This is an optimization exercise on Yosys and OpenROAD, whose aim is small area and a short achievable clock period, not a production implementation.
Where RTL was checked, it was by simulation tests only, not by an equivalence proof against the original.
Only the layout flow was run in runs 2 to 5; the RTL was not checked for function there.
No run shown here takes its clock network from TritonCTS; it comes from the design's own scripts or RTL.
The clock port is modelled as an ideal driver, which makes a skipped or thinned clock tree look cheaper than it is; a real chip needs a root buffer or a tree.
No activity file was given, so power comes from the tool's default toggle rates.

## flow/run.sh

```bash
#!/bin/bash
export BUFFER_PORTS_ARGS="-buffer_cell sky130_fd_sc_hd__buf_1"
export PRE_CTS_TCL="$PWD/flow/manual_cts.tcl"
export MANUAL_CTS_PER_LEAF=24
bash standard.sh > standard.log 2>&1
exit $?
```

## flow/manual_cts.tcl

```tcl
# Two-level clock tree built by hand: the clock port drives one root buffer,
# which drives one leaf buffer per cluster of nearby flip-flops.
proc manual_cts {{per_leaf 28} {leaf_master sky130_fd_sc_hd__clkbuf_16} {root_master sky130_fd_sc_hd__clkbuf_16} {use_root 1} {nroots 1}} {
  set db [ord::get_db]
  set block [ord::get_db_block]
  set clknet [$block findNet clk_i]
  set sinks {}
  foreach it [$clknet getITerms] { lappend sinks $it }
  set n [llength $sinks]
  set k [expr {int(ceil(double($n) / $per_leaf))}]
  # sink locations
  set pts {}
  foreach it $sinks {
    set inst [$it getInst]
    set bb [$inst getBBox]
    lappend pts [list [expr {([$bb xMin] + [$bb xMax]) / 2.0}] [expr {([$bb yMin] + [$bb yMax]) / 2.0}]]
  }
  # k-means, seeded along the sorted x+y order
  set order [lsort -real -indices [lmap p $pts {expr {[lindex $p 0] + [lindex $p 1]}}]]
  set cents {}
  for {set c 0} {$c < $k} {incr c} {
    lappend cents [lindex $pts [lindex $order [expr {int(($c + 0.5) * $n / $k)}]]]
  }
  for {set iter 0} {$iter < 50} {incr iter} {
    # balanced assignment: each cluster takes at most per_leaf sinks, nearest first
    set pairs {}
    for {set i 0} {$i < $n} {incr i} {
      set p [lindex $pts $i]
      for {set c 0} {$c < $k} {incr c} {
        set q [lindex $cents $c]
        lappend pairs [list [expr {abs([lindex $p 0]-[lindex $q 0]) + abs([lindex $p 1]-[lindex $q 1])}] $i $c]
      }
    }
    set pairs [lsort -real -index 0 $pairs]
    set assign [lrepeat $n -1]
    set cnt [lrepeat $k 0]
    foreach pr $pairs {
      lassign $pr d i c
      if {[lindex $assign $i] >= 0} continue
      if {[lindex $cnt $c] >= $per_leaf} continue
      lset assign $i $c
      lset cnt $c [expr {[lindex $cnt $c] + 1}]
    }
    set sx [lrepeat $k 0.0]; set sy [lrepeat $k 0.0]
    for {set i 0} {$i < $n} {incr i} {
      set c [lindex $assign $i]
      lset sx $c [expr {[lindex $sx $c] + [lindex $pts $i 0]}]
      lset sy $c [expr {[lindex $sy $c] + [lindex $pts $i 1]}]
    }
    set newc {}
    for {set c 0} {$c < $k} {incr c} {
      set m [lindex $cnt $c]
      if {$m == 0} { lappend newc [lindex $cents $c] } else {
        lappend newc [list [expr {[lindex $sx $c] / $m}] [expr {[lindex $sy $c] / $m}]]
      }
    }
    set cents $newc
  }
  set lm [$db findMaster $leaf_master]
  set rm [$db findMaster $root_master]
  # leaf c is driven by root rootof(c); the roots split the leaves by angle around
  # their common centre, so each root serves a compact group of leaves
  set mx 0.0; set my 0.0
  foreach q $cents { set mx [expr {$mx + [lindex $q 0]}]; set my [expr {$my + [lindex $q 1]}] }
  set mx [expr {$mx / $k}]; set my [expr {$my / $k}]
  set ang {}
  for {set c 0} {$c < $k} {incr c} {
    lappend ang [expr {atan2([lindex $cents $c 1] - $my, [lindex $cents $c 0] - $mx)}]
  }
  set byang [lsort -real -indices $ang]
  if {!$use_root} { set nroots 0 }
  for {set j 0} {$j < [llength $byang]} {incr j} {
    set c [lindex $byang $j]
    set rootof($c) [expr {$nroots > 0 ? ($j * $nroots) / $k : 0}]
  }
  if {$nroots == 0} {
    set rootnet(0) $clknet
  } else {
    for {set r 0} {$r < $nroots} {incr r} {
      set rx 0.0; set ry 0.0; set m 0
      for {set c 0} {$c < $k} {incr c} {
        if {$rootof($c) != $r} continue
        set rx [expr {$rx + [lindex $cents $c 0]}]; set ry [expr {$ry + [lindex $cents $c 1]}]; incr m
      }
      set root [odb::dbInst_create $block $rm "mcts_root_$r"]
      $root setLocation [expr {int($rx / $m)}] [expr {int($ry / $m)}]
      $root setPlacementStatus PLACED
      set rootnet($r) [odb::dbNet_create $block "mcts_root_net_$r"]
      $rootnet($r) setSigType CLOCK
      [$root findITerm A] connect $clknet
      [$root findITerm X] connect $rootnet($r)
    }
  }
  for {set c 0} {$c < $k} {incr c} {
    set leaf [odb::dbInst_create $block $lm "mcts_leaf_$c"]
    $leaf setLocation [expr {int([lindex $cents $c 0])}] [expr {int([lindex $cents $c 1])}]
    $leaf setPlacementStatus PLACED
    set net [odb::dbNet_create $block "mcts_leaf_net_$c"]
    $net setSigType CLOCK
    [$leaf findITerm A] connect $rootnet($rootof($c))
    [$leaf findITerm X] connect $net
    set leafnets($c) $net
  }
  for {set i 0} {$i < $n} {incr i} {
    set it [lindex $sinks $i]
    $it disconnect
    $it connect $leafnets([lindex $assign $i])
  }
  puts "manual_cts: $n sinks, $k leaf buffers, counts [lsort -integer $cnt]"
}

# Sourced by ORFS as PRE_CTS_TCL: the CTS step builds the tree above instead of
# running TritonCTS; the rest of the CTS step (legalization, timing repair) is kept.
rename clock_tree_synthesis tritoncts_unused
proc clock_tree_synthesis {args} {
  manual_cts $::env(MANUAL_CTS_PER_LEAF) sky130_fd_sc_hd__clkbuf_16 sky130_fd_sc_hd__clkbuf_16 1 4
  set_propagated_clock [all_clocks]
}
```

## standard.sh

```bash
#!/bin/bash
# synth_recipe.tcl (not shown) runs the flow's synth.tcl, then flattens the netlist and writes it again
# the make line also repeats each setting of config.mk as NAME=value (left out here)
make -C /OpenROAD-flow-scripts/flow DESIGN_CONFIG=/design/flow/config.mk WORK_HOME=/design/flow/orfs CLKGATE_MAP_FILE= SYNTH_SCRIPT=/design/flow/synth_recipe.tcl "${@:-finish}"
```

## config.mk

```make
export PLATFORM = sky130hd
export DESIGN_NAME = present_redundant_ctrl
export DESIGN_NICKNAME = present_redundant_ctrl
export VERILOG_FILES = /design/flow/design.v
export SDC_FILE = /design/flow/constraint.sdc
export NUM_CORES = 4
export LEC_CHECK = 0
export CAP_MARGIN = 20
export CORE_MARGIN = 2
export CORE_UTILIZATION = 40
export SETUP_SLACK_MARGIN = 2.25
export SLEW_MARGIN = 20
```

## constraint.sdc

```tcl
create_clock -name core_clock -period 4.0 [get_ports {clk_i}]
set_input_delay 0.8000 -clock core_clock [delete_from_list [all_inputs] [get_ports {clk_i}]]
set_output_delay 0.8000 -clock core_clock [all_outputs]
set_load 0.01 [all_outputs]
```

## design.v

```verilog
module present_redundant_ctrl (
    input  logic        clk_i,
    input  logic        rst,
    input  logic        start_i,
    input  logic [63:0] data_i,
    input  logic [79:0] key_i,
    output logic        ready_o,
    output logic [63:0] data_o,
    output logic        data_o_valid,
    input  logic        cointoss,
    input  logic        clr_alarm_i,
    output logic        fault_o,
    output logic        alarm_o,
    output logic [7:0]  fault_cnt_o
);
    localparam logic [63:0] SBOX_T = 64'h21748FE3DA09B65C;
    function automatic logic [3:0] sbox(input logic [3:0] x);
        logic [3:0] y;
        y = '0;
        for (int v = 0; v < 16; v++)
            for (int b = 0; b < 4; b++)
                if (SBOX_T[4*v + b]) y[b] = y[b] | (x == 4'(v));
        sbox = y;
    endfunction
    logic nidle_q;           
    logic idle_q, load_q, run_q, chk_ok_q, chk_tmo_q, out_q, fo_q, lock_q;
    logic idle_n, load_n, run_n, chk_ok_n, chk_tmo_n, out_n, lock_n;
    logic [7:0] busy_q, busy_n;
    logic [1:0]  cnt_q;
    logic [4:0]  pcnt_q;     
    logic [63:0] result_q;
    logic        pdone, tmo, cnt_hit;
    logic [63:0] sk_q;       
    logic [79:0] key_q;      
    logic [6:0]  tcnt_q;     
    logic [63:0] sl, perm, sk_src;
    logic [79:0] key_rot, next_key, key_d;
    logic        adv;
    for (genvar n = 0; n < 16; n++) begin : g_sbox
        assign sl[4*n +: 4] = sbox(sk_q[4*n +: 4]);
    end
    for (genvar i = 0; i < 64; i++) begin : g_perm
        assign perm[16*(i%4) + i/4] = sl[i];
    end
    assign key_rot  = {key_q[18:0], key_q[79:19]};
    assign next_key = {sbox(key_rot[79:76]), key_rot[75:20], key_rot[19:15] ^ tcnt_q[4:0],
                       key_rot[14:0]};
    for (genvar g = 0; g < 4; g++) begin : g_sel
        assign key_d[20*g +: 20]  = busy_q[g]   ? next_key[20*g +: 20] : key_i[20*g +: 20];
        assign sk_src[16*g +: 16] = busy_q[4+g] ? perm[16*g +: 16]     : data_i[16*g +: 16];
    end
    assign adv = (tcnt_q[6:5] == 2'b00);
    assign pdone   = &pcnt_q;
    assign tmo     = tcnt_q[6] & tcnt_q[0];        
    assign cnt_hit = fo_q & cnt_q[1];               
    assign idle_q    = ~nidle_q;
    assign idle_n    = (idle_q & ~start_i) | (out_q & ~cnt_hit) | (lock_q & clr_alarm_i);
    assign load_n    = idle_q & start_i;
    assign run_n     = load_q | (run_q & ~pdone & ~tmo);
    assign chk_ok_n  = run_q & pdone;
    assign chk_tmo_n = run_q & ~pdone & tmo;
    assign out_n     = chk_ok_q | chk_tmo_q;
    assign lock_n    = (out_q & cnt_hit) | (lock_q & ~clr_alarm_i);
    for (genvar v = 0; v < 8; v++) begin : g_busy
        assign busy_n[v] = load_n | run_n | ((v & 1) != 0 && (chk_ok_n | chk_tmo_n))
                         | ((v & 2) != 0 && out_n) | ((v & 4) != 0 && lock_n);
    end
    always_ff @(posedge clk_i) begin
        key_q <= key_d;
        for (int g = 0; g < 4; g++)
            if (!busy_q[4+g] || adv) sk_q[16*g +: 16] <= sk_src[16*g +: 16] ^ key_d[16*g+16 +: 16];
        tcnt_q <= busy_q[0] ? tcnt_q + 7'd1 : 7'd1;
        if (!run_q)                   pcnt_q <= 5'd0;
        else if (!cointoss && !pdone) pcnt_q <= pcnt_q + 5'd1;
    end
    always_ff @(posedge clk_i or negedge rst) begin
        if (!rst) begin
            nidle_q   <= 1'b0;
            busy_q    <= '0;
            load_q    <= 1'b0;
            run_q     <= 1'b0;
            chk_ok_q  <= 1'b0;
            chk_tmo_q <= 1'b0;
            out_q     <= 1'b0;
            fo_q      <= 1'b0;
            lock_q    <= 1'b0;
            cnt_q     <= 2'd0;
            result_q  <= '0;
        end else begin
            nidle_q   <= ~idle_n;
            busy_q    <= busy_n;
            load_q    <= load_n;
            run_q     <= run_n;
            chk_ok_q  <= chk_ok_n;
            chk_tmo_q <= chk_tmo_n;
            out_q     <= out_n;
            fo_q      <= chk_tmo_q;
            lock_q    <= lock_n;
            if (out_q & fo_q)              cnt_q <= cnt_q + 2'd1;
            else if (lock_q & clr_alarm_i) cnt_q <= 2'd0;
            if (chk_ok_q)       result_q <= sk_q;
            else if (chk_tmo_q) result_q <= '0;
        end
    end
    assign data_o       = result_q;
    assign data_o_valid = out_q;
    assign ready_o      = idle_q;
    assign fault_o      = fo_q;
    assign alarm_o      = lock_q;
    assign fault_cnt_o  = {6'd0, cnt_q};
endmodule
```

==> results of run 1 <==
-- worst max-delay path, delay by kind of cell (launching register included) --
kind | cells | cell delay, ps
flops | 1 | 590
xor+xnor | 3 | 700
mux | 1 | 170
-- layout by cell type, fill, tap and decap left out, types with 4 or more instances in the layout --
cell type	instances
a21oi_1	28
a31oi_1	18
o21ai_0	37
nand3b_1	24
and3b_1	8
a41oi_1	4
dfxtp_1	92
edfxtp_1	64
or2_1	4
nor2b_1	31
xnor2_1	78
and2_1	8
nand2b_1	37
a22o_1	64
conb_1	6
a211oi_1	5
or2_2	9
buf_1	216
mux2i_1	16
nor2_1	35
nand4b_1	5
xor2_1	30
a21o_1	6
nand3_1	12
buf_4	41
mux2_2	71
o22ai_1	25
nor4b_1	6
inv_1	21
o21ai_1	12
clkbuf_16	14
o211ai_1	13
dfrtp_2	6
or3b_1	10
nand2_1	40
dfrtp_1	75
-- cells in the mapped netlist, types with 8 or more instances --
| library cell | count | area, um2 |
|---|---|---|
| o21ai_1 | 9 | 45.04 |
| a31oi_1 | 18 | 112.6 |
| or2_2 | 9 | 56.30 |
| nand2_1 | 40 | 150.1 |
| nand2b_1 | 37 | 231.5 |
| a21oi_1 | 28 | 140.1 |
| o21ai_0 | 41 | 205.2 |
| o22ai_1 | 26 | 162.7 |
| o211ai_1 | 13 | 97.59 |
| edfxtp_1 | 64 | 1922 |
| xor2_1 | 30 | 262.8 |
| and3b_1 | 8 | 70.07 |
| buf_4 | 8 | 60.06 |
| nor2b_1 | 31 | 193.9 |
| dfxtp_1 | 92 | 1842 |
| mux2_2 | 71 | 799.5 |
| nand3b_1 | 24 | 180.2 |
| nor2_1 | 37 | 138.9 |
| xnor2_1 | 81 | 709.4 |
| and2_1 | 8 | 50.05 |
| dfrtp_1 | 82 | 2052 |
| or3b_1 | 10 | 87.58 |
| nand3_1 | 12 | 60.06 |
| a22o_1 | 64 | 560.5 |
| clkbuf_1 | 43 | 161.4 |
| buf_2 | 44 | 220.2 |
| mux2i_1 | 16 | 160.2 |
| inv_1 | 21 | 78.83 |
-- routing by layer --
| layer | GRT usage [%] | vias to the layer above |
|---|---|---|
| li1 | - | 3981 |
| met1 | 33.06 | 4168 |
| met2 | 38.43 | 295 |
| met3 | 2.472 | 35 |
| met4 | 3.581 | 0 |
| met5 | 0 | - |
-- where the power goes --
| part | internal (uW) | total (uW) | switching, uW | leakage [uW] |
|---|---|---|---|---|
| combinational | 2020 | 3810 | 1790 | 0.00238 |
| sequential | 3460 | 4720 | 1250 | 0.00255 |
| clock | 632 | 1370 | 737 | 0.000173 |
-- path summary, 6_finish.rpt --
| path | depth (start not counted) | endpoint | slack [ps] | from |
|---|---|---|---|---|
| max | 4 | sk_q[7]$_DFFE_PP_ | 2290 | sk_q[28]$_DFFE_PP_ |
| min | 1 | key_q[11]$_DFF_P_ | 450 | key_q[30]$_DFF_P_ |
| max reg2reg | 4 | sk_q[7]$_DFFE_PP_ | 2290 | sk_q[28]$_DFFE_PP_ |
| min reg2reg | 1 | key_q[11]$_DFF_P_ | 450 | key_q[30]$_DFF_P_ |
| max in group asynchronous | 2 | fo_q$_DFF_PN0_ | 2640 | rst |
| min in group asynchronous | 1 | result_q[25]$_DFFE_PN0P_ | 600 | rst |
-- stage by stage --
stage	utilization (%)	hold slack (ps)
floorplan	-	354.6
global placement	44.05	436.6
detailed placement	44.05	438.2
CTS	45.50	451.0
global route	46.49	459.8
finish	46.49	451.2
-- layout make-up --
type	instances	area, um2	area share, %
Sequential cell	238	5827	44.99
Multi-Input combinational cell	677	5057	39.05
Timing Repair Buffer	261	1160	8.955
Tap cell	378	473.0	3.651
Buffer	14	350.3	2.705
Inverter	22	82.58	0.6376
Antenna cell	1	2.502	0.01932
-- state kept, by name, indices dropped and copies added (netlist names), 2 cells and up --
| signal | count |
|---|---|
| key_q | 80 |
| result_q | 64 |
| cnt_q | 2 |
| tcnt_q | 7 |
| sk_q | 64 |
| busy_q | 8 |
| pcnt_q | 5 |
-- cells by family after synthesis --
logic type / after synthesis / synth area share [%]
adder cells (fa/ha/maj): 3 / 0.3314
other: 1 / 0.03311
multiplexers: 87 / 8.472
buffers and inverters: 120 / 4.860
AO/OA/AOI/OAI: 226 / 13.77
XOR/XNOR: 111 / 8.583
flip-flops: 238 / 51.34
AND/OR/NAND/NOR: 243 / 12.60
-- what timing repair did --
| item | in CTS | in global routing |
|---|---|---|
| pin swaps | 2 | 0 |
| setup buffers | 3 | 28 |
| endpoints found under the setup margin | 121 | 46 |
| cloned | 1 | 0 |
| resized for setup | 9 | 11 |
==> impl_metrics.ini, run 1 <==
[outcome]
status = no timing/DRC/antenna violations

[grt]
grt_max_degree = 70
track_usage_pct = 23.06
gr-total-overflow = 0
antenna_found_initial = 1
grt_pass1_wl_um = 50200
grt_pass1_vias = 7757

[floorplanning]
die_y_um = 172.3
initial_core_util_pct = 40.66
dieArea_um2 = 29680
num_rows = 61
die_w_um = 172.3
pin_count = 225
core_area_um2 = 27860

[timing]
fin_crit_sh_pct = 42.79
final-hold-violation-count = 0
setup_viol = 0
grt_setup_unrepaired = yes
tns_ps = 0
relSlewSlack_pct = 38.68
min_period_ps = 1712
drv_slew = 0
skew_ps = 33.60
worst_pin_slew_ps = 919.8
fmax_mhz = 584.3
worst_slack_ps = 2288

[route]
wl_per_cell_um = 22.15
drc = 0
viasPerCell = 5.329
wl_met2_um = 16640
top_layer_used = met4
drt_wl_total_um = 35240
met1Wirelength_um = 15870
wl_met3_um = 2096
postRouteAntennaNets = 0
drt_iter0_drc = 712
drt_first_pass_iters = 5
vias = 8479

[worst_hold_path]
hold_class = register to register

[pwr]
p_per_area_nw_per_um2 = 764.1
p_leak_uw = 0.005100
power.total_uw = 9897
ir_worst_vdd_mv = 0.2863

[logic_synthesis]
syn_inst = 1029
yosys_register_bits = 238
async_flop_share_pct = 34.45
synth_edf_count = 64
synthFlopType = dfxtp_1
yosys.cell_types.count = 53
synth-seq-area-share_pct = 51.34
yosysWarnings = 1
synth_area_um2 = 11330
avgSynthCellArea_um2 = 11.01

[worst_setup_path]
start_kind = register
endpoint_kind = register
crit_path_frequent_cell = xnor2_1
crit_fanout = 10
crit_chain = xnor2_1 > xnor2_1 > mux2i_1 > xnor2_1
critPathRequiredTime_ps = 4050
cp.arrival_ps = 1760
critPathMaxStageDelay_ps = 590
critPathSlowestCell = edfxtp_1
crit_type = register to register

[final_layout]
fill_cells = 2676
stdcell_count = 1591
finish.instance_area_um2 = 12950
syn_to_final_growth_pct = 14.35
drive_gt1_share_pct = 13.28
fin_nets = 1366

[place]
placedCellCount = 1544
place_area_um2 = 12270
place_ws_ps = 1991
gp_congestion = 0.8582
io_buffers = 218
dp_hpwl_um = 25820

[cts]
clk_latency_ps = 320
ctsHoldBuffers = 0
clk_pin_slew_ps = 110

[job]
max_cap_violations = 0
==> run 2: changes to the inputs <==
--- a/design.v
+++ b/design.v
@@ -27,4 +27,5 @@
     logic idle_n, load_n, run_n, chk_ok_n, chk_tmo_n, out_n, lock_n;
     logic [7:0] busy_q, busy_n;
+    logic       rhold_q;     
     logic [1:0]  cnt_q;
     logic [4:0]  pcnt_q;     
@@ -78,4 +79,5 @@
             nidle_q   <= 1'b0;
             busy_q    <= '0;
+            rhold_q   <= 1'b1;
             load_q    <= 1'b0;
             run_q     <= 1'b0;
@@ -90,4 +92,5 @@
             nidle_q   <= ~idle_n;
             busy_q    <= busy_n;
+            rhold_q   <= ~(chk_ok_n | chk_tmo_n);
             load_q    <= load_n;
             run_q     <= run_n;
@@ -99,6 +102,5 @@
             if (out_q & fo_q)              cnt_q <= cnt_q + 2'd1;
             else if (lock_q & clr_alarm_i) cnt_q <= 2'd0;
-            if (chk_ok_q)       result_q <= sk_q;
-            else if (chk_tmo_q) result_q <= '0;
+            result_q  <= ({64{chk_ok_q}} & sk_q) | ({64{rhold_q}} & result_q);
         end
     end
--- a/config.mk
+++ b/config.mk
@@ -9,4 +9,4 @@
 export CORE_MARGIN = 2
 export CORE_UTILIZATION = 40
-export SETUP_SLACK_MARGIN = 2.25
+export SETUP_SLACK_MARGIN = 2.3
 export SLEW_MARGIN = 20
==> run 2 against run 1 <==
  * Still clean
  * Worst setup slack worse by 4.8 ps
  * Cell count grew 4.1%
  * Clock power is essentially flat
  * Worst hold slack lost 44 ps
  * Wire length up 1.9%
  * Utilization increased by 1.8 points
  * Sequential share of layout area shrank 1.5 points
  * Total power rose by 18%
  * Critical path type unchanged
  * Largest power group is now combinational cells
==> impl_metrics.ini, run 2 <==
[outcome]
status = no timing/DRC/antenna violations

[grt]
grt_max_degree = 70
gr-total-overflow = 0
grt_pass1_vias = 8046
antenna_found_initial = 0
grt_pass1_wl_um = 51340
track_usage_pct = 22.54

[worst_setup_path]
endpoint_kind = register
crit_fanout = 6
critPathSlowestCell = edfxtp_1
crit_family = flip-flops
crit_chain = or3b_1 > a21oi_1 > o22ai_2 > xor2_1
crit_buf_inv = 0
critPathRequiredTime_ps = 4050
crit_type = register to register
critPathMaxStageDelay_ps = 540
start_kind = register
reg2reg_to = sk_q[46]$_DFFE_PP_
reg2reg_slack_ps = 2280
r2r_start = sk_q[58]$_DFFE_PP_
cp.arrival_ps = 1760
r2r_cells = 4

[route]
drt_wl_total_um = 35900
drc = 0
wl_per_cell_um = 21.68
viasPerCell = 5.300
postRouteAntennaNets = 0
drt_iter0_drc = 708
drt_first_pass_iters = 5
vias = 8777

[timing]
final-hold-violation-count = 0
skew_ps = 34.73
worst_pin_slew_ps = 925.9
tns_ps = 0
min_period_ps = 1716
fmax_mhz = 582.6
setup_viol = 0
fin_crit_sh_pct = 42.91
hold_ws_ps = 406.7
grt_setup_unrepaired = yes
relSlewSlack_pct = 38.27
drv_slew = 0

[floorplanning]
initial_core_util_pct = 40.76
num_rows = 61
die_w_um = 172.7
core_area_um2 = 27930
dieArea_um2 = 29830
die_y_um = 172.7
pin_count = 225

[logic_synthesis]
yosysWarnings = 1
syn_inst = 1040
synth_most_common_cell = dfxtp_1
avgSynthCellArea_um2 = 10.95
yosys.cell_types.count = 50
synth-seq-area-share_pct = 51.31
async_flop_share_pct = 34.73
synthFlopType = dfxtp_1
synth_edf_count = 64
synth_top_cell_area_share_pct = 18.02
synth.top_cells.by_count = dfxtp_1, dfrtp_1, xnor2_1
yosysTopAreaCell = dfrtp_1
yosys_register_bits = 239
ys_top_cells_by_area = dfrtp_1, edfxtp_1, dfxtp_1
synth_area_um2 = 11380

[job]
max_cap_violations = 0

[final_layout]
syn_to_final_growth_pct = 18.42
diodes = 0
layout_commonest_cell = buf_1
stdcell_count = 1656
fin_nets = 1432
largest-register = key_q
layout_common_cells = buf_1, buf_4, dfxtp_1
drive_gt1_share_pct = 17.92
final_util_pct = 48.26
top_regs = key_q: 80 flops, result_q: 64 flops, sk_q: 64 flops
largest_reg_flops = 80

[place]
dp_hpwl_um = 25680
gp_congestion = 0.8566
io_buffers = 218
placedCellCount = 1558

[pwr]
intPower_uw = 7137
comb_power_share_pct = 45.6
seq_power_share_pct = 42.4
p_per_area_nw_per_um2 = 866.3
p_leak_uw = 0.005466
power.total_uw = 11680
switchingPower_uw = 4543
ir_worst_vdd_mv = 0.3380
p_sw_share_pct = 38.90
power.share.clock_pct = 12.0

[cts]
ctsHoldBuffers = 0
clk_pin_slew_ps = 100
clk_latency_ps = 330

[worst_hold_path]
whs_path_depth = 0
hold_start = chk_tmo_q$_DFF_PN0_
holdPathEnd = fo_q$_DFF_PN0_
hold_class = register to register
## run 2: what timing repair did
action,4_1_cts,5_1_grt
endpoints found under the setup margin,147,48
pin swaps,1,8
gates resized for setup,16,36
setup buffers,36,48
## run 2: power groups by stage
| stage | combinational, uW | clock [uW] | sequential (uW) |
|---|---|---|---|
| after global routing | 5800 | 1500 | 5050 |
| final | 5330 | 1400 | 4950 |
| after detailed placement | 4310 | 0 | 5180 |
| after global placement | 4210 | 0 | 5200 |
| after floorplan | 4190 | 0 | 4000 |
| after CTS | 4780 | 1420 | 5010 |
## run 2: per-layer routing
layer  part of all wire (%)  wire [um]  track usage, %  vias up
li1                       -          -               -     4115
met1                     45      16120           32.38     4283
met2                     46      16380           36.28      333
met3                    6.6       2363           2.748       46
met4                    2.9       1039           5.650        0
met5                      0          0               0        -
## run 2: cell families after synthesis
group           count (synthesis)  synth area share (%)
compound gates                237                 13.88
xor+xnor                      111                 8.605
fa+ha+maj                       3                0.3297
buf+inv                       118                 4.957
flops                         239                 51.31
mux                            87                 8.429
other cells                     1               0.03294
simple gates                  244                 12.45
## run 2: cell type report
type	count	area, um2
fillers	2637	14450
inverters	24	90.09
flip-flops and latches	239	5866
multi-input cells	688	5137
repair buffers	313	1565
plain buffers	14	350.3
well taps	378	473.0
## run 2: how the worst max path moves through the flow
stage	startpoint	slack, ps	endpoint	cells past startpoint
6_report	sk_q[58]$_DFFE_PP_	2280	sk_q[46]$_DFFE_PP_	4
4_1_cts	sk_q[52]$_DFFE_PP_	2250	sk_q[45]$_DFFE_PP_	4
5_1_grt	pcnt_q[1]$_SDFFE_PN0P_	2240	busy_q[7]$_DFF_PN0_	7
2_1_floorplan	tcnt_q[5]$_SDFF_PN0_	2060	sk_q[0]$_DFFE_PP_	1
3_3_place_gp	tcnt_q[6]$_SDFF_PN0_	1850	sk_q[7]$_DFFE_PP_	1
3_5_place_dp	busy_q[3]$_DFF_PN0_	2020	sk_q[45]$_DFFE_PP_	2
## run 2: worst register-to-register path, delay by kind of cell, from the launching register on
kind | cells | cell delay [ps]
AND/OR/NAND/NOR | 1 | 430
XOR/XNOR | 1 | 150
AO/OA/AOI/OAI | 2 | 330
flip-flops | 1 | 540
## run 2: per-stage QoR
step / setup WS (ps) / instance area [um2]
4_1_cts: 2254 / 12990
6_report: 2284 / 13480
2_1_floorplan: 2055 / 11400
3_3_place_gp: 1851 / 12300
3_5_place_dp: 2018 / 12320
5_1_grt: 2240 / 13480
==> run 3: changes to the inputs <==
--- a/config.mk
+++ b/config.mk
@@ -9,4 +9,4 @@
 export CORE_MARGIN = 2
 export CORE_UTILIZATION = 40
-export SETUP_SLACK_MARGIN = 2.3
+export SETUP_SLACK_MARGIN = 2.2
 export SLEW_MARGIN = 20
==> run 3 against run 2 <==
  * Still clean
  * Sequential share of layout area rose by 2.0 points
  * Total power fell by 5.2%
  * Critical path depth did not move
  * Maximum frequency fell by 2.6%
  * Clock skew fell by 1.5 ps
  * Critical path type unchanged
  * Critical endpoint unchanged
  * Largest cell class unchanged
  * Highest routed layer unchanged
==> impl_metrics.ini, run 3 <==
[outcome]
status = no timing/DRC/antenna violations

[timing]
fin_crit_sh_pct = 44.04
min_period_ps = 1762
setup_viol = 0
worst_pin_slew_ps = 929.0
grt_setup_unrepaired = no
tns_ps = 0
fmax_mhz = 567.7
relSlewSlack_pct = 38.06
skew_ps = 33.26
drv_slew = 0
final-hold-violation-count = 0

[worst_setup_path]
crit_fanout = 10
critPathRequiredTime_ps = 4040
endpoint_kind = register
critPathMaxStageDelay_ps = 610
crit_type = register to register
crit_chain = or3b_1 > a21oi_1 > o22ai_1 > xor2_1
cp.arrival_ps = 1800
start_kind = register
critPathSlowestCell = edfxtp_1

[final_layout]
layout_commonest_cell = buf_1
fill_cells = 2660
diodes = 0
regArea_um2 = 5862
layout_common_cells = buf_1, dfxtp_1, xnor2_1
syn_to_final_growth_pct = 13.24
drive_gt1_share_pct = 11.27
top_regs = key_q: 80 flops, result_q: 64 flops, sk_q: 64 flops
multi_input_area_um2 = 5037
largest-register = key_q
finish.instance_area_um2 = 12890
fin_nets = 1370
largest_reg_flops = 80

[logic_synthesis]
async_flop_share_pct = 34.73
synth_most_common_cell = dfxtp_1
yosysTopAreaCell = dfrtp_1
yosys_register_bits = 239
ys_top_cells_by_area = dfrtp_1, edfxtp_1, dfxtp_1
synth_top_cell_area_share_pct = 18.02
yosys.cell_types.count = 50
avgSynthCellArea_um2 = 10.95
synth_edf_count = 64
syn_inst = 1040
synth.top_cells.by_count = dfxtp_1, dfrtp_1, xnor2_1
synthFlopType = dfxtp_1
yosysWarnings = 1
synth_area_um2 = 11380
synth-seq-area-share_pct = 51.31

[place]
gp_congestion = 0.8566
place_area_um2 = 12320
io_buffers = 218
dp_hpwl_um = 25680

[route]
wl_per_cell_um = 21.59
drc = 0
drt_iter0_drc = 699
vias = 8389
postRouteAntennaNets = 0
drt_wl_total_um = 34410
viasPerCell = 5.263
drt_first_pass_iters = 6

[grt]
grt_pass1_vias = 7765
antenna_found_initial = 0
grt_max_degree = 70
grt_pass1_wl_um = 50210
track_usage_pct = 22.09
gr-total-overflow = 0

[pwr]
intPower_uw = 6739
comb_power_share_pct = 41.2
switchingPower_uw = 4337
power.share.clock_pct = 12.5
p_per_area_nw_per_um2 = 859.1
ir_worst_vdd_mv = 0.3219
seq_power_share_pct = 46.2
p_sw_share_pct = 39.16
p_leak_uw = 0.005108

[cts]
clk_pin_slew_ps = 100
ctsHoldBuffers = 0
clk_latency_ps = 320

[job]
max_cap_violations = 0

[floorplanning]
die_w_um = 172.7
core_area_um2 = 27930
pin_count = 225
dieArea_um2 = 29830
initial_core_util_pct = 40.76
die_y_um = 172.7
num_rows = 61

[worst_hold_path]
hold_class = register to register
-- run 3: cell counts after synthesis --
No cell type changed its count.
-- run 3: layout make-up --
class	count	share of cell area, %
Buffer	14	2.717
Inverter	24	0.6988
Multi-Input combinational cell	688	39.07
Sequential cell	239	45.47
Tap cell	378	3.668
Timing Repair Buffer	251	8.375
-- run 3: power groups by stage --
stage	combinational, uW	clock [uW]	sequential (uW)
2_1_floorplan	4190	0	4000
3_3_place_gp	4210	0	5200
3_5_place_dp	4310	0	5180
4_1_cts	4380	1420	5140
5_1_grt	5000	1500	5260
6_report	4570	1390	5120
-- run 3: worst paths after layout --
kind,start,to,slack (ps),depth (start not counted)
worst max-delay path,sk_q[56]$_DFFE_PP_,sk_q[46]$_DFFE_PP_,2240,4
min in group asynchronous,rst,result_q[56]$_DFF_PN0_,620,1
worst min register to register,chk_tmo_q$_DFF_PN0_,fo_q$_DFF_PN0_,410,0
max in group asynchronous,rst,rhold_q$_DFF_PN1_,2530,2
worst min-delay path,chk_tmo_q$_DFF_PN0_,fo_q$_DFF_PN0_,410,0
worst max register to register,sk_q[56]$_DFFE_PP_,sk_q[46]$_DFFE_PP_,2240,4
-- run 3: kinds of logic after synthesis --
family	synth area share, %
DFF	51.31
and+or+nand+nor	12.45
AOI/OAI and AO/OA	13.88
xor gates and xnor gates	8.605
buffers and inverters	4.957
adders and majority gates	0.3297
other	0.03294
muxes	8.429
-- run 3: critical path, delay by kind of cell, from the launching register on --
family / cells / cell delay, ps
simple gates: 1 / 430
xor+xnor: 1 / 160
flops: 1 / 610
compound gates: 2 / 300
-- run 3: layer usage --
| metal | vias to the layer above | GRT usage (%) | share of wire, % |
|---|---|---|---|
| li1 | 3987 | - | - |
| met1 | 4096 | 32.48 | 47 |
| met2 | 272 | 35.41 | 46 |
| met3 | 34 | 2.419 | 5.6 |
| met4 | 0 | 4.379 | 2.2 |
| met5 | - | 0 | 0 |
-- run 3: timing repair --
action                     4_1_cts  5_1_grt
resized for setup                7       10
setup buffers                    3       19
setup endpoints to repair       70       51
-- run 3: stage by stage --
| step | instances | total power, uW | setup WS, ps | hold WS (ps) | utilization [%] |
|---|---|---|---|---|---|
| after detailed placement | 1558 | 9496 | 2018 | 375.0 | 44.11 |
| after floorplan | 1045 | 8186 | 2055 | 354.6 | - |
| final | 1594 | 11080 | 2238 | 408.9 | 46.15 |
| after global routing | 1594 | 11770 | 2205 | 422.0 | 46.15 |
| after CTS | 1575 | 10950 | 2196 | 405.8 | 45.48 |
| after global placement | 1557 | 9413 | 1851 | 383.3 | 44.03 |
==> run 4: changes to the inputs <==
==> flow/run.sh (replaced) <==
#!/bin/bash
export BUFFER_PORTS_ARGS="-buffer_cell sky130_fd_sc_hd__buf_1"
export PRE_CTS_TCL="$PWD/flow/manual_cts.tcl"
export MANUAL_CTS_PER_LEAF=20
bash standard.sh > standard.log 2>&1
exit $?
==> run 4 against run 3 <==
  * Utilization about the same
  * Cell area about the same
  * Register-to-register slack about the same
  * Wire length decreased by 1.0%
  * Synthesized cell count unchanged
  * Critical path depth decreased by 2
  * Via count decreased by 0.76%
  * Area after synthesis unchanged
  * Die area unchanged
  * First-iteration DRC count increased by 0.72%
  * Flip-flop and latch count unchanged
  * Highest routed layer unchanged
  * Worst setup slack got worse by 5.1 ps
==> impl_metrics.ini, run 4 <==
[route]
wl_met2_um = 15600
drt_wl_total_um = 34050
top_layer_used = met4
vias = 8325
wl_per_cell_um = 21.42
viasPerCell = 5.236
drt_iter0_drc = 704
drt_first_pass_iters = 4
wl_met3_um = 2033
postRouteAntennaNets = 0
drc = 0
met1Wirelength_um = 15520

[logic_synthesis]
synth-seq-area-share_pct = 51.31
avgSynthCellArea_um2 = 10.95
synth_top_cell_area_share_pct = 18.02
synth_edf_count = 64
async_flop_share_pct = 34.73
synth_area_um2 = 11380
ys_top_cells_by_area = dfrtp_1, edfxtp_1, dfxtp_1
syn_inst = 1040
yosysTopAreaCell = dfrtp_1
synth_most_common_cell = dfxtp_1
synthFlopType = dfxtp_1
synth.top_cells.by_count = dfxtp_1, dfrtp_1, xnor2_1
yosysWarnings = 1
yosys_register_bits = 239
yosys.cell_types.count = 50

[worst_setup_path]
critPathMaxStageDelay_ps = 740
start_kind = register
crit_type = register to register
endpoint_kind = register
crit_chain = o21ai_1 > buf_4
crit_fanout = 9
critPathSlowestCell = o21ai_1
critPathRequiredTime_ps = 4000
cp.arrival_ps = 1770

[final_layout]
final_util_pct = 46.15
diodes = 0
largest-register = key_q
syn_to_final_growth_pct = 13.23
fill_cells = 2667
stdcell_count = 1590
layout_common_cells = buf_1, dfxtp_1, xnor2_1
largest_reg_flops = 80
multi_input_area_um2 = 5031
fin_nets = 1366
regArea_um2 = 5859
drive_gt1_share_pct = 10.81
layout_commonest_cell = buf_1
finish.instance_area_um2 = 12890
top_regs = key_q: 80 flops, result_q: 64 flops, sk_q: 64 flops

[job]
max_cap_violations = 0

[floorplanning]
die_y_um = 172.7
core_area_um2 = 27930
dieArea_um2 = 29830
num_rows = 61
initial_core_util_pct = 40.76
die_w_um = 172.7
pin_count = 225

[place]
placedCellCount = 1558
dp_hpwl_um = 25680
gp_congestion = 0.8566
place_area_um2 = 12320
io_buffers = 218

[pwr]
ir_worst_vdd_mv = 0.3430
p_per_area_nw_per_um2 = 860.6
p_leak_uw = 0.005104
power.total_uw = 11090

[cts]
clk_latency_ps = 300
clk_pin_slew_ps = 80

[worst_hold_path]
hold_class = register to register

[grt]
antenna_found_initial = 0
track_usage_pct = 21.96
gr-total-overflow = 0
grt_pass1_vias = 7840
grt_pass1_wl_um = 50060
grt_max_degree = 70

[outcome]
status = no timing/DRC/antenna violations

[timing]
tns_ps = 0
skew_ps = 13.43
worst_pin_slew_ps = 931.3
min_period_ps = 1767
setup_viol = 0
final-hold-violation-count = 0
drv_slew = 0
fmax_mhz = 566.0
grt_setup_unrepaired = yes
fin_crit_sh_pct = 44.17
relSlewSlack_pct = 37.91
run 4: kinds of logic after synthesis:
group                      Yosys count  share of synthesized area (%)
and+or+nand+nor                    244                          12.45
DFF                                239                          51.31
AOI/OAI and AO/OA                  237                          13.88
buffers and inverters              118                          4.957
xor gates and xnor gates           111                          8.605
muxes                               87                          8.429
adders and majority gates            3                         0.3297
other                                1                        0.03294
run 4: timing repair:
action,in CTS,in global routing
gates resized for setup,6,8
hold buffers,0,0
setup buffers,2,14
endpoints found under the setup margin,70,23
run 4: final timing paths:
kind                                      start                      to  slack, ps  cells after the start
max in group asynchronous                   rst       rhold_q$_DFF_PN1_       2510                      2
hold / removal              chk_tmo_q$_DFF_PN0_          fo_q$_DFF_PN0_        400                      0
min in group asynchronous                   rst  result_q[59]$_DFF_PN0_        630                      1
setup / recovery           tcnt_q[6]$_SDFF_PN0_      sk_q[50]$_DFFE_PP_       2230                      2
setup reg to reg           tcnt_q[6]$_SDFF_PN0_      sk_q[50]$_DFFE_PP_       2230                      2
hold reg to reg             chk_tmo_q$_DFF_PN0_          fo_q$_DFF_PN0_        400                      0
run 4: cell type report:
type | count | area share, %
repair buffers | 245 | 8.046
flip-flops and latches | 239 | 45.45
plain buffers | 16 | 3.106
multi-input cells | 688 | 39.03
inverters | 24 | 0.6988
well taps | 378 | 3.669
run 4: critical path, delay by kind of cell (launching register included):
kind                   cells  cell delay (ps)
AOI/OAI and AO/OA          1              740
buffers and inverters      1              330
DFF                        1              400
run 4: where the power goes:
part	internal, uW	leakage, uW	switching, uW
Clock	718	0.000197	747
Combinational	2350	0.00235	2130
Sequential	3720	0.00256	1430
Total	6790	0.00510	4300
run 4: per-layer routing:
metal / GRT usage, % / up-vias
met3: 2.595 / 42
li1: - / 3981
met2: 35.43 / 284
met1: 31.75 / 4018
met4: 4.873 / 0
met5: 0 / -
run 4: per-stage QoR:
stage	worst slack, ps	hold WS (ps)
after floorplan	2055	354.6
after global placement	1851	383.3
after detailed placement	2018	375.0
after CTS	2196	402.4
after global routing	2166	419.2
final	2233	403.0
==> run 5: changes to the inputs <==
==> flow/run.sh (replaced) <==
#!/bin/bash
export BUFFER_PORTS_ARGS="-buffer_cell sky130_fd_sc_hd__buf_1"
export PRE_CTS_TCL="$PWD/flow/manual_cts.tcl"
export MANUAL_CTS_PER_LEAF=24
bash standard.sh > standard.log 2>&1
exit $?
--- a/config.mk
+++ b/config.mk
@@ -9,4 +9,4 @@
 export CORE_MARGIN = 2
 export CORE_UTILIZATION = 40
-export SETUP_SLACK_MARGIN = 2.2
+export SETUP_SLACK_MARGIN = 2.25
 export SLEW_MARGIN = 20
==> run 5 against run 4 <==
  * Critical path type unchanged
  * Still clean on timing, DRC and antenna
  * Worst hold slack gained 6.3 ps
  * Via count grew 2.8%
  * Sequential power shrank 2%
  * Combinational power grew about 10%
  * Critical endpoint is now sk_q[0]$_DFFE_PP_
  * Clock power shrank 5%
  * Area after synthesis is the same
  * Flip-flop and latch count is the same
  * Cell count grew 2.5%
==> impl_metrics.ini, run 5 <==
[pwr]
p_leak_uw = 0.005280
intPower_uw = 6962
ir_worst_vdd_mv = 0.3237
comb_power_share_pct = 43.4
switchingPower_uw = 4432
p_sw_share_pct = 38.90
power.share.clock_pct = 12.2
p_per_area_nw_per_um2 = 863.2
seq_power_share_pct = 44.4

[route]
drt_first_pass_iters = 5
viasPerCell = 5.250
drt_wl_total_um = 34850
wl_per_cell_um = 21.38
drt_iter0_drc = 763
drc = 0
postRouteAntennaNets = 0
vias = 8557

[place]
place_area_um2 = 12320
io_buffers = 218
dp_hpwl_um = 25680
gp_congestion = 0.8566

[worst_hold_path]
hold_class = register to register
holdPathEnd = fo_q$_DFF_PN0_
hold_start = chk_tmo_q$_DFF_PN0_
whs_path_depth = 0

[logic_synthesis]
synth_top_cell_area_share_pct = 18.02
synth-seq-area-share_pct = 51.31
yosys.cell_types.count = 50
yosysWarnings = 1
synth_most_common_cell = dfxtp_1
yosys_register_bits = 239
synthFlopType = dfxtp_1
yosysTopAreaCell = dfrtp_1
synth_xor_area_share_pct = 8.605
synthMuxAreaShare_pct = 8.429
synth_top_family_by_area = compound AO/OA/AOI/OAI gates
yosys.area_share.adder_pct = 0.3297
ys_top_cells_by_area = dfrtp_1, edfxtp_1, dfxtp_1
synth_edf_count = 64
synth_area_um2 = 11380
yosys.area_share.simple_pct = 12.45
synth.top_cells.by_count = dfxtp_1, dfrtp_1, xnor2_1
async_flop_share_pct = 34.73
syn_inst = 1040
avgSynthCellArea_um2 = 10.95
synth-compound-area-share_pct = 13.88

[floorplanning]
die_y_um = 172.7
pin_count = 225
core_area_um2 = 27930
initial_core_util_pct = 40.76
die_w_um = 172.7
num_rows = 61
dieArea_um2 = 29830

[grt]
grt_pass1_wl_um = 50560
gr-total-overflow = 0
grt_max_degree = 70
track_usage_pct = 22.18
antenna_found_initial = 0
grt_pass1_vias = 7852

[timing]
relSlewSlack_pct = 37.88
tns_ps = 0
fmax_mhz = 571.7
worst_pin_slew_ps = 931.8
min_period_ps = 1749
fin_crit_sh_pct = 43.73
hold_ws_ps = 409.3
grt_setup_unrepaired = yes
setup_viol = 0
drv_slew = 0
skew_ps = 30.24
final-hold-violation-count = 0

[worst_setup_path]
crit_fanout = 32
critPathSlowestCell = dfrtp_2
start_kind = register
critPathRequiredTime_ps = 4060
crit_chain = nor2_1 > a21oi_1 > xnor2_1
cp.arrival_ps = 1810
crit_family = flip-flops
reg2reg_slack_ps = 2250
crit_type = register to register
r2r_cells = 3
reg2reg_to = sk_q[0]$_DFFE_PP_
critPathMaxStageDelay_ps = 820
r2r_start = busy_q[0]$_DFF_PN0_
crit_buf_inv = 0
endpoint_kind = register

[final_layout]
fin_nets = 1406
syn_to_final_growth_pct = 15.95
layout_common_cells = buf_1, dfxtp_1, xnor2_1
largest-register = key_q
drive_gt1_share_pct = 14.54
finish.instance_area_um2 = 13200
fill_cells = 2648
diodes = 0
top_regs = key_q: 80 flops, result_q: 64 flops, sk_q: 64 flops
final_util_pct = 47.25
largest_reg_flops = 80
layout_commonest_cell = buf_1

[outcome]
status = no timing/DRC/antenna violations

[cts]
clk_pin_slew_ps = 100
clk_latency_ps = 320
ctsHoldBuffers = 0

[job]
max_cap_violations = 0
## run 5: cell counts after synthesis
No cell type changed its count.
## run 5: metal layers
layer | vias up | track usage [%] | routed length (um)
met5 | - | 0 | 0
met4 | 0 | 4.590 | 976
met3 | 45 | 2.770 | 2010
met2 | 278 | 35.64 | 15820
met1 | 4174 | 32.24 | 16040
li1 | 4060 | - | -
## run 5: final cells by class
cell class | instances | area (um2) | share of cell area [%]
plain buffers | 14 | 350.3 | 2.654
inverters | 24 | 90.09 | 0.6825
multi-input cells | 688 | 5067 | 38.39
flip-flops and latches | 239 | 5867 | 44.45
well taps | 378 | 473.0 | 3.583
repair buffers | 287 | 1353 | 10.25
## run 5: how the worst max path moves through the flow
stage | from | end | slack (ps) | cells past startpoint
floorplan | tcnt_q[5]$_SDFF_PN0_ | sk_q[0]$_DFFE_PP_ | 2060 | 1
global placement | tcnt_q[6]$_SDFF_PN0_ | sk_q[7]$_DFFE_PP_ | 1850 | 1
detailed placement | busy_q[3]$_DFF_PN0_ | sk_q[45]$_DFFE_PP_ | 2020 | 2
CTS | sk_q[52]$_DFFE_PP_ | sk_q[45]$_DFFE_PP_ | 2250 | 4
global route | busy_q[0]$_DFF_PN0_ | sk_q[0]$_DFFE_PP_ | 2210 | 3
finish | busy_q[0]$_DFF_PN0_ | sk_q[0]$_DFFE_PP_ | 2250 | 3
## run 5: power by group through the flow
stage	Combinational, uW	Clock [uW]	Sequential [uW]
after global placement	4210	0	5200
after floorplan	4190	0	4000
after global routing	5410	1500	5170
final	4950	1390	5050
after detailed placement	4310	0	5180
after CTS	4520	1420	5100
## run 5: kinds of logic after synthesis
group | after synthesis
buf+inv | 118
fa+ha+maj | 3
compound gates | 237
mux | 87
flops | 239
simple gates | 244
xor+xnor | 111
other cells | 1
## run 5: worst reg2reg max path, delay by kind of cell (launching register included)
| family | cells | cell delay, ps |
|---|---|---|
| DFF | 1 | 820 |
| AOI/OAI and AO/OA | 1 | 380 |
| and+or+nand+nor | 1 | 150 |
| xor gates and xnor gates | 1 | 150 |
## run 5: what timing repair did
action	4_1_cts	5_1_grt
pin swaps	1	4
resized for setup	12	16
buffers inserted	15	43
setup endpoints to repair	99	20
## run 5: per-stage QoR
stage	setup slack, ps	std cells	power, uW
after floorplan	2055	1045	8186
after global placement	1851	1557	9413
after detailed placement	2018	1558	9496
after CTS	2247	1587	11040
after global routing	2209	1630	12070
final	2251	1630	11390
==> run 6: changes to the inputs <==
--- a/design.v
+++ b/design.v
@@ -27,5 +27,4 @@
     logic idle_n, load_n, run_n, chk_ok_n, chk_tmo_n, out_n, lock_n;
     logic [7:0] busy_q, busy_n;
-    logic       rhold_q;     
     logic [1:0]  cnt_q;
     logic [4:0]  pcnt_q;     
@@ -79,5 +78,4 @@
             nidle_q   <= 1'b0;
             busy_q    <= '0;
-            rhold_q   <= 1'b1;
             load_q    <= 1'b0;
             run_q     <= 1'b0;
@@ -92,5 +90,4 @@
             nidle_q   <= ~idle_n;
             busy_q    <= busy_n;
-            rhold_q   <= ~(chk_ok_n | chk_tmo_n);
             load_q    <= load_n;
             run_q     <= run_n;
@@ -102,5 +99,6 @@
             if (out_q & fo_q)              cnt_q <= cnt_q + 2'd1;
             else if (lock_q & clr_alarm_i) cnt_q <= 2'd0;
-            result_q  <= ({64{chk_ok_q}} & sk_q) | ({64{rhold_q}} & result_q);
+            if (chk_ok_q)       result_q <= sk_q;
+            else if (chk_tmo_q) result_q <= '0;
         end
     end
--- a/config.mk
+++ b/config.mk
@@ -6,7 +6,7 @@
 export NUM_CORES = 4
 export LEC_CHECK = 0
-export CAP_MARGIN = 20
+export CAP_MARGIN = 0
 export CORE_MARGIN = 2
 export CORE_UTILIZATION = 40
-export SETUP_SLACK_MARGIN = 2.25
-export SLEW_MARGIN = 20
+export SETUP_SLACK_MARGIN = 2.2
+export SLEW_MARGIN = 0
==> run 6 against run 5 <==
  * Still clean
  * Worst setup slack better by 26 ps
  * Critical path depth up 1
  * Clock power about the same
  * Largest power group unchanged
==> impl_metrics.ini, run 6 <==
[outcome]
status = no timing/DRC/antenna violations

[logic_synthesis]
syn_inst = 1029
synth_top_cell_area_share_pct = 18.12
yosysWarnings = 1
avgSynthCellArea_um2 = 11.01
synth_most_common_cell = dfxtp_1
synth-seq-area-share_pct = 51.34
yosysTopAreaCell = dfrtp_1
synth.top_cells.by_count = dfxtp_1, dfrtp_1, xnor2_1
yosys.cell_types.count = 53
ys_top_cells_by_area = dfrtp_1, edfxtp_1, dfxtp_1
async_flop_share_pct = 34.45
synth_edf_count = 64
synth_area_um2 = 11330
synthFlopType = dfxtp_1
yosys_register_bits = 238

[cts]
clk_latency_ps = 320
ctsHoldBuffers = 0
clk_pin_slew_ps = 100

[final_layout]
largest_reg_flops = 80
layout_commonest_cell = buf_1
top_regs = key_q: 80 flops, result_q: 64 flops, sk_q: 64 flops
diodes = 0
syn_to_final_growth_pct = 12.48
drive_gt1_share_pct = 11.20
layout_common_cells = buf_1, dfxtp_1, xnor2_1
largest-register = key_q
fin_nets = 1341

[floorplanning]
die_w_um = 172.3
pin_count = 225
die_y_um = 172.3
initial_core_util_pct = 40.66
num_rows = 61
core_area_um2 = 27860
dieArea_um2 = 29680

[pwr]
switchingPower_uw = 3740
power.share.clock_pct = 14.1
p_sw_share_pct = 38.52
p_per_area_nw_per_um2 = 762.1
comb_power_share_pct = 36.8
intPower_uw = 5970
p_leak_uw = 0.004969
ir_worst_vdd_mv = 0.2876
seq_power_share_pct = 49.1

[timing]
skew_ps = 30.48
setup_viol = 0
final-hold-violation-count = 0
grt_setup_unrepaired = no
worst_pin_slew_ps = 1116
min_period_ps = 1723
fmax_mhz = 580.2
relSlewSlack_pct = 25.52
fin_crit_sh_pct = 43.09
hold_ws_ps = 459.6
tns_ps = 0
drv_slew = 0

[route]
viasPerCell = 5.335
wl_met3_um = 2286
drt_first_pass_iters = 5
top_layer_used = met4
wl_met2_um = 16520
drt_iter0_drc = 708
met1Wirelength_um = 15600
wl_per_cell_um = 22.39
vias = 8350
postRouteAntennaNets = 0
drc = 0
drt_wl_total_um = 35050

[worst_setup_path]
critPathRequiredTime_ps = 4040
crit_family = flip-flops
endpoint_kind = register
reg2reg_to = sk_q[54]$_DFFE_PP_
crit_type = register to register
crit_end = sk_q[54]$_DFFE_PP_
cp.depth = 4
crit_chain = or2_2 > a21oi_1 > o22ai_1 > xnor2_1
crit_fanout = 10
crit_buf_inv = 0
cp.arrival_ps = 1760
reg2reg_slack_ps = 2280
r2r_start = sk_q[24]$_DFFE_PP_
r2r_cells = 4
crit_start = sk_q[24]$_DFFE_PP_
critPathSlowestCell = edfxtp_1
start_kind = register
critPathMaxStageDelay_ps = 570

[grt]
gr-total-overflow = 0
grt_pass1_vias = 7739
grt_max_degree = 70
track_usage_pct = 23.07
grt_pass1_wl_um = 50180
antenna_found_initial = 1

[worst_hold_path]
hold_class = register to register

[place]
gp_congestion = 0.8582
io_buffers = 218
dp_hpwl_um = 25820

[job]
max_cap_violations = 0
[run 6: how the worst min path moves through the flow]
| stage | start | endpoint | slack, ps | depth (start not counted) |
|---|---|---|---|---|
| finish | key_q[30]$_DFF_P_ | key_q[11]$_DFF_P_ | 460 | 1 |
| floorplan | chk_tmo_q$_DFF_PN0_ | fo_q$_DFF_PN0_ | 350 | 0 |
| CTS | key_q[30]$_DFF_P_ | key_q[11]$_DFF_P_ | 450 | 1 |
| detailed placement | chk_tmo_q$_DFF_PN0_ | fo_q$_DFF_PN0_ | 440 | 0 |
| global placement | tcnt_q[0]$_SDFF_PN1_ | tcnt_q[0]$_SDFF_PN1_ | 440 | 1 |
| global route | key_q[30]$_DFF_P_ | key_q[11]$_DFF_P_ | 460 | 1 |
[run 6: logic make-up (layout without fill, tap and decap cells)]
logic type / after synthesis / in the layout / share of synthesized area, %
buffers and inverters: 120 / 272 / 4.860
flip-flops: 238 / 238 / 51.34
other: 1 / 6 / 0.03311
multiplexers: 87 / 87 / 8.472
XOR/XNOR: 111 / 111 / 8.583
adder cells (fa/ha/maj): 3 / 3 / 0.3314
AO/OA/AOI/OAI: 226 / 226 / 13.77
AND/OR/NAND/NOR: 243 / 244 / 12.60
[run 6: repair_timing]
action,CTS,global route
gates resized for setup,8,7
gates cloned,1,0
setup buffers,1,5
setup endpoints to repair,113,49
pin swaps,2,1
[run 6: worst register-to-register path, cell delays in order, from the launching register on]
cell,delay (ps)
edfxtp_1,570
or2_2,360
a21oi_1,120
o22ai_1,200
xnor2_1,190
[run 6: per-layer routing]
metal | GRT usage (%) | vias up
met1 | 33.11 | 4078
met3 | 2.472 | 35
met5 | 0 | -
met4 | 3.581 | 0
met2 | 38.40 | 311
li1 | - | 3926
[run 6: per-stage QoR]
step / setup slack, ps / cells / power, uW / cell area, um2 / util, %
after floorplan: 2055 / 1034 / 7158 / 11350 / -
after global placement: 2000 / 1544 / 8157 / 12270 / 44.05
after detailed placement: 1991 / 1544 / 8240 / 12270 / 44.05
after CTS: 2205 / 1560 / 9639 / 12650 / 45.42
after global routing: 2205 / 1565 / 10290 / 12740 / 45.74
final: 2277 / 1565 / 9710 / 12740 / 45.74
[run 6: power groups by stage]
stage | Combinational [uW] | Sequential [uW] | Clock, uW
floorplan | 3470 | 3680 | 0
global placement | 3360 | 4800 | 0
detailed placement | 3450 | 4790 | 0
CTS | 3480 | 4760 | 1400
global route | 3930 | 4890 | 1470
finish | 3570 | 4770 | 1370
[run 6: area by class of cell]
type / count / area, um2
Sequential cell: 238 / 5827
Multi-Input combinational cell: 677 / 5035
Fill cell: 2679 / 15120
Timing Repair Buffer: 236 / 973.4
Tap cell: 378 / 473.0
Buffer: 14 / 350.3
Inverter: 22 / 82.58
==> run 7: changes to the inputs <==
==> flow/run.sh (replaced) <==
#!/bin/bash
export BUFFER_PORTS_ARGS="-buffer_cell sky130_fd_sc_hd__buf_1"
export POST_GLOBAL_PLACE_TCL="$PWD/flow/port_buffers.tcl"
export PRE_CTS_TCL="$PWD/flow/manual_cts.tcl"
export MANUAL_CTS_PER_LEAF=24
bash standard.sh > standard.log 2>&1
exit $?
==> flow/port_buffers.tcl (new file) <==
# Sourced by ORFS as POST_GLOBAL_PLACE_TCL, after buffer_ports gave every port a
# buf_1: the output port buffers, which drive the pins' loads, become buf_2.
set block [ord::get_db_block]
foreach bterm [$block getBTerms] {
  if {[$bterm getIoType] ne "OUTPUT"} continue
  set net [$bterm getNet]
  if {$net eq "NULL"} continue
  foreach it [$net getITerms] {
    if {![$it isOutputSignal]} continue
    set inst [$it getInst]
    if {[[$inst getMaster] getName] eq "sky130_fd_sc_hd__buf_1"} {
      replace_cell [get_cells [$inst getName]] sky130_fd_sc_hd__buf_2
    }
  }
}
--- a/config.mk
+++ b/config.mk
@@ -6,7 +6,7 @@
 export NUM_CORES = 4
 export LEC_CHECK = 0
-export CAP_MARGIN = 0
+export CAP_MARGIN = 20
 export CORE_MARGIN = 2
 export CORE_UTILIZATION = 40
 export SETUP_SLACK_MARGIN = 2.2
-export SLEW_MARGIN = 0
+export SLEW_MARGIN = 20
==> run 7 against run 6 <==
  * Cell area rose by 0.52%
  * Critical endpoint unchanged
  * Wire length fell by 0.43%
  * Maximum frequency fell by 0.34%
  * Still clean on timing, DRC and antenna
  * Worst setup slack got worse by 5.9 ps
  * Synthesized cell count did not move
  * Largest power group unchanged
  * First-iteration DRC count fell by 9.2%
==> impl_metrics.ini, run 7 <==
[outcome]
status = no timing/DRC/antenna violations

[worst_setup_path]
critPathSlowestCell = edfxtp_1
crit_chain = or2_2 > a21oi_1 > o22ai_1 > xnor2_1
r2r_start = sk_q[24]$_DFFE_PP_
reg2reg_slack_ps = 2270
crit_fanout = 10
start_kind = register
critPathRequiredTime_ps = 4030
endpoint_kind = register
r2r_cells = 4
cp.arrival_ps = 1760
reg2reg_to = sk_q[54]$_DFFE_PP_
crit_type = register to register
crit_family = flip-flops
critPathMaxStageDelay_ps = 560
crit_buf_inv = 0

[worst_hold_path]
whs_path_depth = 1
holdPathEnd = key_q[11]$_DFF_P_
hold_class = register to register
hold_start = key_q[30]$_DFF_P_

[route]
drt_iter0_drc = 643
drt_first_pass_iters = 5
wl_per_cell_um = 22.28
vias = 8259
postRouteAntennaNets = 0
drc = 0
viasPerCell = 5.274
drt_wl_total_um = 34900

[pwr]
p_per_area_nw_per_um2 = 757.4
intPower_uw = 5966
seq_power_share_pct = 49.0
power.total_uw = 9701
comb_power_share_pct = 36.8
power.share.clock_pct = 14.2
p_sw_share_pct = 38.50
switchingPower_uw = 3734
p_leak_uw = 0.005272
ir_worst_vdd_mv = 0.2618

[timing]
drv_slew = 0
tns_ps = 0
worst_pin_slew_ps = 1134
worst_slack_ps = 2271
fin_crit_sh_pct = 43.23
skew_ps = 37.65
setup_viol = 0
min_period_ps = 1729
fmax_mhz = 578.3
grt_setup_unrepaired = yes
final-hold-violation-count = 0
relSlewSlack_pct = 24.33
hold_ws_ps = 456.2

[grt]
antenna_found_initial = 1
gr-total-overflow = 0
track_usage_pct = 22.98
grt_max_degree = 70
grt_pass1_vias = 7810
grt_pass1_wl_um = 50140

[logic_synthesis]
synth_area_um2 = 11330
synth_edf_count = 64
synth_most_common_cell = dfxtp_1
avgSynthCellArea_um2 = 11.01
synth_top_cell_area_share_pct = 18.12
synthFlopType = dfxtp_1
yosys_register_bits = 238
syn_inst = 1029
async_flop_share_pct = 34.45
yosysTopAreaCell = dfrtp_1
ys_top_cells_by_area = dfrtp_1, edfxtp_1, dfxtp_1
yosysWarnings = 1
yosys.cell_types.count = 53
synth.top_cells.by_count = dfxtp_1, dfrtp_1, xnor2_1
synth-seq-area-share_pct = 51.34

[final_layout]
drive_gt1_share_pct = 17.17
fin_nets = 1342
multi_input_area_um2 = 5025
layout_common_cells = buf_1, dfxtp_1, xnor2_1
syn_to_final_growth_pct = 13.07
diodes = 0
largest_reg_flops = 80
layout_commonest_cell = buf_1
largest-register = key_q
top_regs = key_q: 80 flops, result_q: 64 flops, sk_q: 64 flops
regArea_um2 = 5824
fill_cells = 2650

[place]
dp_hpwl_um = 25780
place_ws_ps = 1989
io_buffers = 218

[floorplanning]
die_y_um = 172.3
dieArea_um2 = 29680
initial_core_util_pct = 40.66
die_w_um = 172.3
core_area_um2 = 27860
pin_count = 225
num_rows = 61

[cts]
clk_pin_slew_ps = 100
clk_latency_ps = 320
ctsHoldBuffers = 0

[job]
max_cap_violations = 0
==> run 7: how the worst max path moves through the flow <==
stage,startpoint,end,slack [ps],depth (start not counted)
CTS,busy_q[7]$_DFF_PN0_,sk_q[54]$_DFFE_PP_,2230,3
global route,busy_q[7]$_DFF_PN0_,sk_q[54]$_DFFE_PP_,2190,4
finish,sk_q[24]$_DFFE_PP_,sk_q[54]$_DFFE_PP_,2270,4
global placement,busy_q[5]$_DFF_PN0_,sk_q[22]$_DFFE_PP_,2000,4
detailed placement,busy_q[5]$_DFF_PN0_,sk_q[17]$_DFFE_PP_,1990,4
floorplan,tcnt_q[5]$_SDFF_PN0_,sk_q[0]$_DFFE_PP_,2060,1
==> run 7: layout make-up <==
class                   count  share of cell area, %
multi-input cells         677                  39.23
flip-flops and latches    238                  45.48
plain buffers              14                  2.735
repair buffers            237                  8.216
well taps                 378                  3.693
inverters                  22                 0.6448
==> run 7: kinds of logic after synthesis <==
| logic type | count (synthesis) | share of synthesized area, % |
|---|---|---|
| compound gates | 226 | 13.77 |
| simple gates | 243 | 12.60 |
| other cells | 1 | 0.03311 |
| mux | 87 | 8.472 |
| buf+inv | 120 | 4.860 |
| xor+xnor | 111 | 8.583 |
| flops | 238 | 51.34 |
| fa+ha+maj | 3 | 0.3314 |
==> run 7: repair_timing <==
action,4_1_cts,5_1_grt
gates cloned,1,0
setup endpoints to repair,112,49
pin swaps,2,1
gates resized for setup,8,4
buffers inserted,1,6
==> run 7: power groups by stage <==
stage	clock network (uW)	logic (uW)	registers (uW)
2_1_floorplan	0	3470	3680
3_3_place_gp	0	3360	4800
3_5_place_dp	0	3450	4780
4_1_cts	1400	3490	4750
5_1_grt	1480	3940	4870
6_report	1380	3570	4750
==> run 7: per-layer routing <==
layer	up-vias	routed length (um)	GRT usage [%]
met5	-	0	0
met4	0	888	5.298
met3	38	2255	2.998
met2	297	16190	37.68
met1	3995	15570	32.43
li1	3929	-	-
==> run 7: metrics by stage <==
| step | cell area [um2] | util [%] | std cells |
|---|---|---|---|
| after floorplan | 11350 | - | 1034 |
| final | 12810 | 45.97 | 1566 |
| after CTS | 12740 | 45.74 | 1560 |
| after global routing | 12810 | 45.97 | 1566 |
| after global placement | 12270 | 44.05 | 1544 |
| after detailed placement | 12360 | 44.37 | 1544 |

[afterwards: timing with drivers on the ports]
How much do the figures lean on ideal ports? The routed layouts below were timed once more, with nothing changed but the port constraints.
Step 1 assumes that a clkbuf_16 drives the clock port and a buf_2 every other input.
Step 2 moves the port delays by t, midway between the first and last clock arrival at a register: inputs arrive t later, outputs are due t later. That takes back most of the time a late clock gives input paths.
a / b / c = no drivers / after step 1 / after step 2; a / b = the first two.
| run | t, ns | setup WS [ns] | hold WS [ns] | latest minus earliest clock arrival (ns) |
|---|---|---|---|---|
| run 1 | 0.402 | 2.288 / 2.218 / 2.240 | 0.451 / 0.451 / 0.451 | 0.034 / 0.034 |
| run 2 | 0.409 | 2.284 / 2.206 / 2.165 | 0.407 / 0.407 / 0.407 | 0.038 / 0.038 |
| run 3 | 0.405 | 2.238 / 2.159 / 2.159 | 0.409 / 0.409 / 0.409 | 0.038 / 0.038 |
| run 4 | 0.395 | 2.233 / 2.199 / 2.145 | 0.403 / 0.403 / 0.403 | 0.016 / 0.015 |
| run 5 | 0.405 | 2.251 / 2.188 / 2.141 | 0.409 / 0.409 / 0.409 | 0.035 / 0.035 |
| run 6 | 0.402 | 2.277 / 2.190 / 2.235 | 0.460 / 0.460 / 0.460 | 0.031 / 0.031 |
| run 7 | 0.399 | 2.271 / 2.201 / 2.247 | 0.456 / 0.456 / 0.456 | 0.038 / 0.038 |
After both steps setup and hold are still met in every run listed. For run 2, which loses most, drivers alone change the setup slack by -0.078 ns; drivers and shift together by -0.119 ns. The worst setup slack also covers recovery checks on asynchronous resets.
